Source: an optimization exercise on an open RTL-to-GDS flow (aim: small area). Production flows keep margins and buffers that such runs may drop. At most, simulation tests tie the RTL to the original design; equivalence was not proved. No activity file was given, so power comes from the tool's default toggle rates. The clock port is modelled as an ideal driver; clocking choices that lean on that would not hold on a real chip.

==> inputs of 05-12 <==
==> flow/design.v <==
module mips_dmem_responder (
  input  logic        clk,
  input  logic        resetN,
  input  logic        req_valid,
  output logic        req_ready,
  input  logic        req_we,
  input  logic [31:0] req_addr,
  input  logic [31:0] req_wdata,
  input  logic [3:0]  req_be,
  output logic        resp_valid,
  input  logic        resp_ready,
  output logic [31:0] resp_rdata,
  output logic        resp_err
);
  localparam int N     = 64;    
  localparam int WSTEP = 4;     
  localparam int RSTEP = 3;     
  localparam int NW    = N / WSTEP;
  localparam int NR    = (N - 1) / RSTEP + 1;
  logic [1:0] ph;
  logic       idle;
  logic       accept;
  assign idle       = (ph == 2'b00);
  assign req_ready  = idle;
  assign resp_valid = (ph == 2'b10);
  assign accept     = req_valid && idle;
  always_ff @(posedge clk or negedge resetN) begin
    if (!resetN) begin
      ph <= 2'b00;
    end else begin
      case (ph)
        2'b00:   ph <= accept ? 2'b01 : 2'b00;
        2'b01:   ph <= 2'b11;
        2'b11:   ph <= 2'b10;
        default: ph <= resp_ready ? 2'b00 : 2'b10;
      endcase
    end
  end
  logic [5:0] t;
  always_ff @(posedge clk or negedge resetN) begin
    if (!resetN) begin
      t <= 6'd0;
    end else begin
      t <= t + 6'd1;
    end
  end
  logic        req_err;
  logic [31:0] req_wmask;
  assign req_err   = (req_addr[1:0] != 2'b00) || (req_addr[31:8] != 24'd0);
  assign req_wmask = {{8{req_be[3]}}, {8{req_be[2]}}, {8{req_be[1]}}, {8{req_be[0]}}};
  logic [5:0]  idx_q;
  logic [31:0] wd_q;      
  logic [3:0]  be_q;
  logic        ld_q;      
  logic        err_q;
  logic        st_q;      
  always_ff @(posedge clk) begin
    if (accept) begin
      idx_q <= req_addr[7:2];
      wd_q  <= req_wdata & req_wmask;
      be_q  <= req_be;
      ld_q  <= !req_we && !req_err;
      err_q <= req_err;
    end
  end
  always_ff @(posedge clk or negedge resetN) begin
    if (!resetN) begin
      st_q <= 1'b0;
    end else if (accept) begin
      st_q <= req_we && !req_err;
    end
  end
  assign resp_err = err_q;
  logic [N-1:0][31:0] rd;     
  logic [N-1:0]       rv;     
  logic [N-1:0][31:0] rd_n;
  logic [N-1:0]       rv_n;
  logic [5:0]    wpos;
  logic [NW-1:0] wen;
  assign wpos = idx_q + t;
  always_comb begin
    for (int k = 0; k < NW; k++) begin
      wen[k] = st_q && (wpos == 6'(k * WSTEP));
    end
  end
  logic [31:0] wd_inv;
  assign wd_inv = ~wd_q;
  for (genvar q = 0; q < N; q++) begin : g_pos
    localparam bit PINV = ((q / WSTEP) % 2) == 0;
    if (q % WSTEP == 0) begin : g_port
      for (genvar i = 0; i < 4; i++) begin : g_lane
        assign rd_n[q][8*i +: 8] = ~((wen[q / WSTEP] && (be_q[i] || !rv[(q + N - 1) % N]))
                                     ? (PINV ? wd_q[8*i +: 8] : wd_inv[8*i +: 8])
                                     : rd[(q + N - 1) % N][8*i +: 8]);
      end
      assign rv_n[q] = rv[(q + N - 1) % N] || wen[q / WSTEP];
    end else begin : g_shift
      assign rd_n[q] = rd[(q + N - 1) % N];
      assign rv_n[q] = rv[(q + N - 1) % N];
    end
  end
  always_ff @(posedge clk) begin
    rd <= rd_n;
  end
  always_ff @(posedge clk or negedge resetN) begin
    if (!resetN) begin
      rv <= '0;
    end else begin
      rv <= rv_n;
    end
  end
  logic [5:0]    ridx;
  logic [5:0]    rpos;
  logic          rld;
  logic [NR-1:0] rsel;
  logic          rcap;
  logic [31:0]   rval;
  assign ridx = idle ? req_addr[7:2] : idx_q;
  assign rld  = idle ? (!req_we && !req_err) : ld_q;
  assign rpos = ridx + t;
  always_comb begin
    rcap = 1'b0;
    rval = 32'd0;
    for (int k = 0; k < NR; k++) begin
      rsel[k] = (rpos == 6'(k * RSTEP));
      rcap    = rcap || rsel[k];
      if (rsel[k] && rld && rv_n[k * RSTEP]) begin
        rval = rval | (rd_n[k * RSTEP] ^ {32{(((k * RSTEP) / WSTEP) % 2) == 0}});
      end
    end
  end
  always_ff @(posedge clk) begin
    if (rcap && !resp_valid) begin
      resp_rdata <= rval;
    end
  end
endmodule
==> flow/flow/run.sh <==
#!/bin/bash
# Layout flow: the standard ORFS flow (standard.sh), with two changes:
#  - clock tree synthesis without dummy loads, with larger sink clusters;
#  - port buffers of the smallest buffer cell (every port still gets one).
# make's full output goes to make_finish.log here; ORFS keeps each step's
# log under orfs/logs/.
set -euo pipefail
bash standard.sh finish \
  "CTS_ARGS=-sink_clustering_enable -repair_clock_nets -dont_use_dummy_load -sink_clustering_size 30 -sink_clustering_max_diameter 100" \
  "BUFFER_PORTS_ARGS=-buffer_cell sky130_fd_sc_hd__buf_1" \
  > make_finish.log 2>&1
==> flow/standard.sh <==
#!/bin/bash
# synth_recipe.tcl (not shown) runs the flow's synth.tcl, then flattens the netlist and writes it again
# the make line also repeats each setting of config.mk as NAME=value (left out here)
make -C /OpenROAD-flow-scripts/flow DESIGN_CONFIG=/design/flow/config.mk WORK_HOME=/design/flow/orfs CLKGATE_MAP_FILE= SYNTH_SCRIPT=/design/flow/synth_recipe.tcl "${@:-finish}"
==> flow/config.mk <==
export PLATFORM = sky130hd
export DESIGN_NAME = mips_dmem_responder
export DESIGN_NICKNAME = mips_dmem_responder
export VERILOG_FILES = /design/flow/design.v
export SDC_FILE = /design/flow/constraint.sdc
export NUM_CORES = 4
export LEC_CHECK = 0
export CAP_MARGIN = 20
export CORE_MARGIN = 2
export CORE_UTILIZATION = 70
export PLACE_DENSITY = 0.8
export SLEW_MARGIN = 20
==> flow/constraint.sdc <==
create_clock -name core_clock -period 8.0 [get_ports {clk}]
set_input_delay 1.6000 -clock core_clock [delete_from_list [all_inputs] [get_ports {clk}]]
set_output_delay 1.6000 -clock core_clock [all_outputs]
set_load 0.01 [all_outputs]
==> inputs of 06-11, as changes to 05-12 <==
==> flow/design.v (replaced) <==
module mips_dmem_responder (
  input  logic        clk,
  input  logic        resetN,
  input  logic        req_valid,
  output logic        req_ready,
  input  logic        req_we,
  input  logic [31:0] req_addr,
  input  logic [31:0] req_wdata,
  input  logic [3:0]  req_be,
  output logic        resp_valid,
  input  logic        resp_ready,
  output logic [31:0] resp_rdata,
  output logic        resp_err
);
  localparam int N     = 64;    
  localparam int WSTEP = 4;     
  localparam int RSTEP = 3;     
  localparam int NW    = N / WSTEP;
  localparam int NR    = (N - 1) / RSTEP + 1;
  logic [1:0] ph;
  logic       idle;
  logic       waiting;
  logic       accept;
  assign idle       = (ph == 2'b00);
  assign waiting    = ph[0];
  assign req_ready  = idle;
  assign resp_valid = (ph == 2'b10);
  assign accept     = req_valid && idle;
  always_ff @(posedge clk or negedge resetN) begin
    if (!resetN) begin
      ph <= 2'b00;
    end else begin
      case (ph)
        2'b00:   ph <= accept ? 2'b01 : 2'b00;
        2'b01:   ph <= 2'b11;
        2'b11:   ph <= 2'b10;
        default: ph <= resp_ready ? 2'b00 : 2'b10;
      endcase
    end
  end
  logic [5:0] t;
  always_ff @(posedge clk or negedge resetN) begin
    if (!resetN) begin
      t <= 6'd0;
    end else begin
      t <= t + 6'd1;
    end
  end
  logic        req_err;
  logic        req_st;
  logic [31:0] req_wmask;
  assign req_err   = (req_addr[1:0] != 2'b00) || (req_addr[31:8] != 24'd0);
  assign req_st    = req_we && !req_err;
  assign req_wmask = {{8{req_be[3]}}, {8{req_be[2]}}, {8{req_be[1]}}, {8{req_be[0]}}};
  logic [5:0]  idx_q;
  logic [3:0]  be_q;
  logic        ld_q;      
  logic        err_q;
  logic        st_q;      
  logic [31:0] dat_q;     
  always_ff @(posedge clk) begin
    if (accept) begin
      idx_q <= req_addr[7:2];
      be_q  <= req_be;
      ld_q  <= !req_we && !req_err;
      err_q <= req_err;
    end
  end
  always_ff @(posedge clk or negedge resetN) begin
    if (!resetN) begin
      st_q <= 1'b0;
    end else if (accept) begin
      st_q <= req_st;
    end
  end
  assign resp_err   = err_q;
  assign resp_rdata = ld_q ? dat_q : 32'd0;
  logic [3:0] swept;
  always_ff @(posedge clk or negedge resetN) begin
    if (!resetN) begin
      swept <= 4'b0000;
    end else begin
      swept <= {swept[2:0], 1'b1};
    end
  end
  logic sweep;
  assign sweep = !swept[3];
  logic [N-1:0][31:0] rd;
  logic [N-1:0][31:0] rd_n;
  logic [5:0]    wpos;
  logic [NW-1:0] wen;
  assign wpos = idx_q + t;
  always_comb begin
    for (int k = 0; k < NW; k++) begin
      wen[k] = st_q && (wpos == 6'(k * WSTEP));
    end
  end
  for (genvar q = 0; q < N; q++) begin : g_pos
    if (q % WSTEP == 0) begin : g_port
      for (genvar i = 0; i < 4; i++) begin : g_lane
        logic       wr;       
        logic [7:0] prev;
        assign wr   = wen[q / WSTEP] && be_q[i];
        assign prev = rd[(q + N - 1) % N][8*i +: 8];
        assign rd_n[q][8*i +: 8] = wr ? dat_q[8*i +: 8] : (prev & {8{!sweep}});
      end
    end else begin : g_shift
      assign rd_n[q] = rd[(q + N - 1) % N];
    end
  end
  always_ff @(posedge clk) begin
    rd <= rd_n;
  end
  logic [5:0]    ridx;
  logic [5:0]    rpos;
  logic [NR-1:0] rsel;
  logic          rhit;
  logic [31:0]   rval;
  assign ridx = idle ? req_addr[7:2] : idx_q;
  assign rpos = ridx + t;
  always_comb begin
    rhit = 1'b0;
    rval = 32'd0;
    for (int k = 0; k < NR; k++) begin
      rsel[k] = (rpos == 6'(k * RSTEP));
      rhit    = rhit || rsel[k];
      if (rsel[k] && ((k * RSTEP) % WSTEP == 0 || swept[(k * RSTEP + N - 1) % WSTEP])) begin
        rval = rval | rd_n[k * RSTEP];
      end
    end
  end
  always_ff @(posedge clk) begin
    if (accept && req_we) begin
      dat_q <= req_wdata & req_wmask;
    end else if (rhit && (accept || (waiting && ld_q))) begin
      dat_q <= rval;
    end
  end
endmodule
--- a/flow/flow/run.sh
+++ b/flow/flow/run.sh
@@ -6,6 +6,6 @@
 # log under orfs/logs/.
 set -euo pipefail
 bash standard.sh finish \
-  "CTS_ARGS=-sink_clustering_enable -repair_clock_nets -dont_use_dummy_load -sink_clustering_size 30 -sink_clustering_max_diameter 100" \
+  "CTS_ARGS=-sink_clustering_enable -repair_clock_nets -dont_use_dummy_load -sink_clustering_size 30 -sink_clustering_max_diameter 70" \
   "BUFFER_PORTS_ARGS=-buffer_cell sky130_fd_sc_hd__buf_1" \
   > make_finish.log 2>&1
CORE_UTILIZATION = 78   (was 70)
PLACE_DENSITY = 0.86   (was 0.8)
==> summary of the runs <==
06-11 finished with timing, DRC and antenna clean. 05-12 completed without violations.
Sequential share of layout area is about the same in 06-11 and 05-12.
Against 06-11, the non-clock buffer count of 05-12 is higher by 76.
Via count: 05-12 is lower than 06-11 (0.88%).
Between 06-11 and 05-12, the lower hold slack is in 05-12 (gap 0.021 ns).
Routed wire length: 05-12 is larger than 06-11 (about 12%).
Of 06-11 and 05-12, 05-12 has the higher final cell count (gap about 3.5%, measured against 05-12).
==> figures <==
                                                                           06-11                     05-12
Outcome                                         no timing/DRC/antenna violations  no timing/DRC/antenna violations
Avg Vias per Cell                                                           6.78                      6.48
Worst slack on hold paths                                               0.298 ns                  0.277 ns
Hold_sp                                                                   rd[53]                  rd[1692]
Maximum frequency from static timing analysis                          0.157 GHz                 0.168 GHz
Clock transition at the registers of the reported paths                  0.11 ns                   0.10 ns
Cell with the largest stage delay on the worst path      sky130_fd_sc_hd__and3_2  sky130_fd_sc_hd__nand3_2
Post-synthesis async set-or-reset flop share                             0.00618                    0.0332
Die footprint                                                       0.0743 sq mm              0.0858 sq mm
Synth Area in XOR/XNOR                                                   0.00283                   0.00261
Net Sw Power                                                             4.69 mW                   5.00 mW
Internal Pwr Total                                                       12.8 mW                   13.8 mW
Comb power frac                                                            0.115                     0.109
Only the layout flow was run in 05-12; the RTL was not checked for function there.

-- afterwards: timing with drivers on the ports --
No port has a modelled driver above. Below, the same layouts with a new extraction and two added sets of constraints.
Step 1 sets driving cells, clkbuf_16 on the clock port and buf_2 on the other inputs (assumed; they add their load-dependent delay and slew).
Step 2 also shifts input and output timing later by t, the mid clock arrival at the registers, as if the neighbouring blocks saw the same clock.
Three values: ideal ports, drivers, drivers and shift; two values: the first two.
run	t, ns	slack for setup (ns)	worst register clock-pin slew, ns
05-12	0.734	2.060 / 2.060 / 1.425	0.12 / 0.12
06-11	0.721	1.649 / 1.649 / 1.271	0.12 / 0.12
After both steps every run listed still meets setup and hold. For 05-12, which loses most, drivers alone change the setup slack by 0.000 ns; drivers and shift together by -0.635 ns.
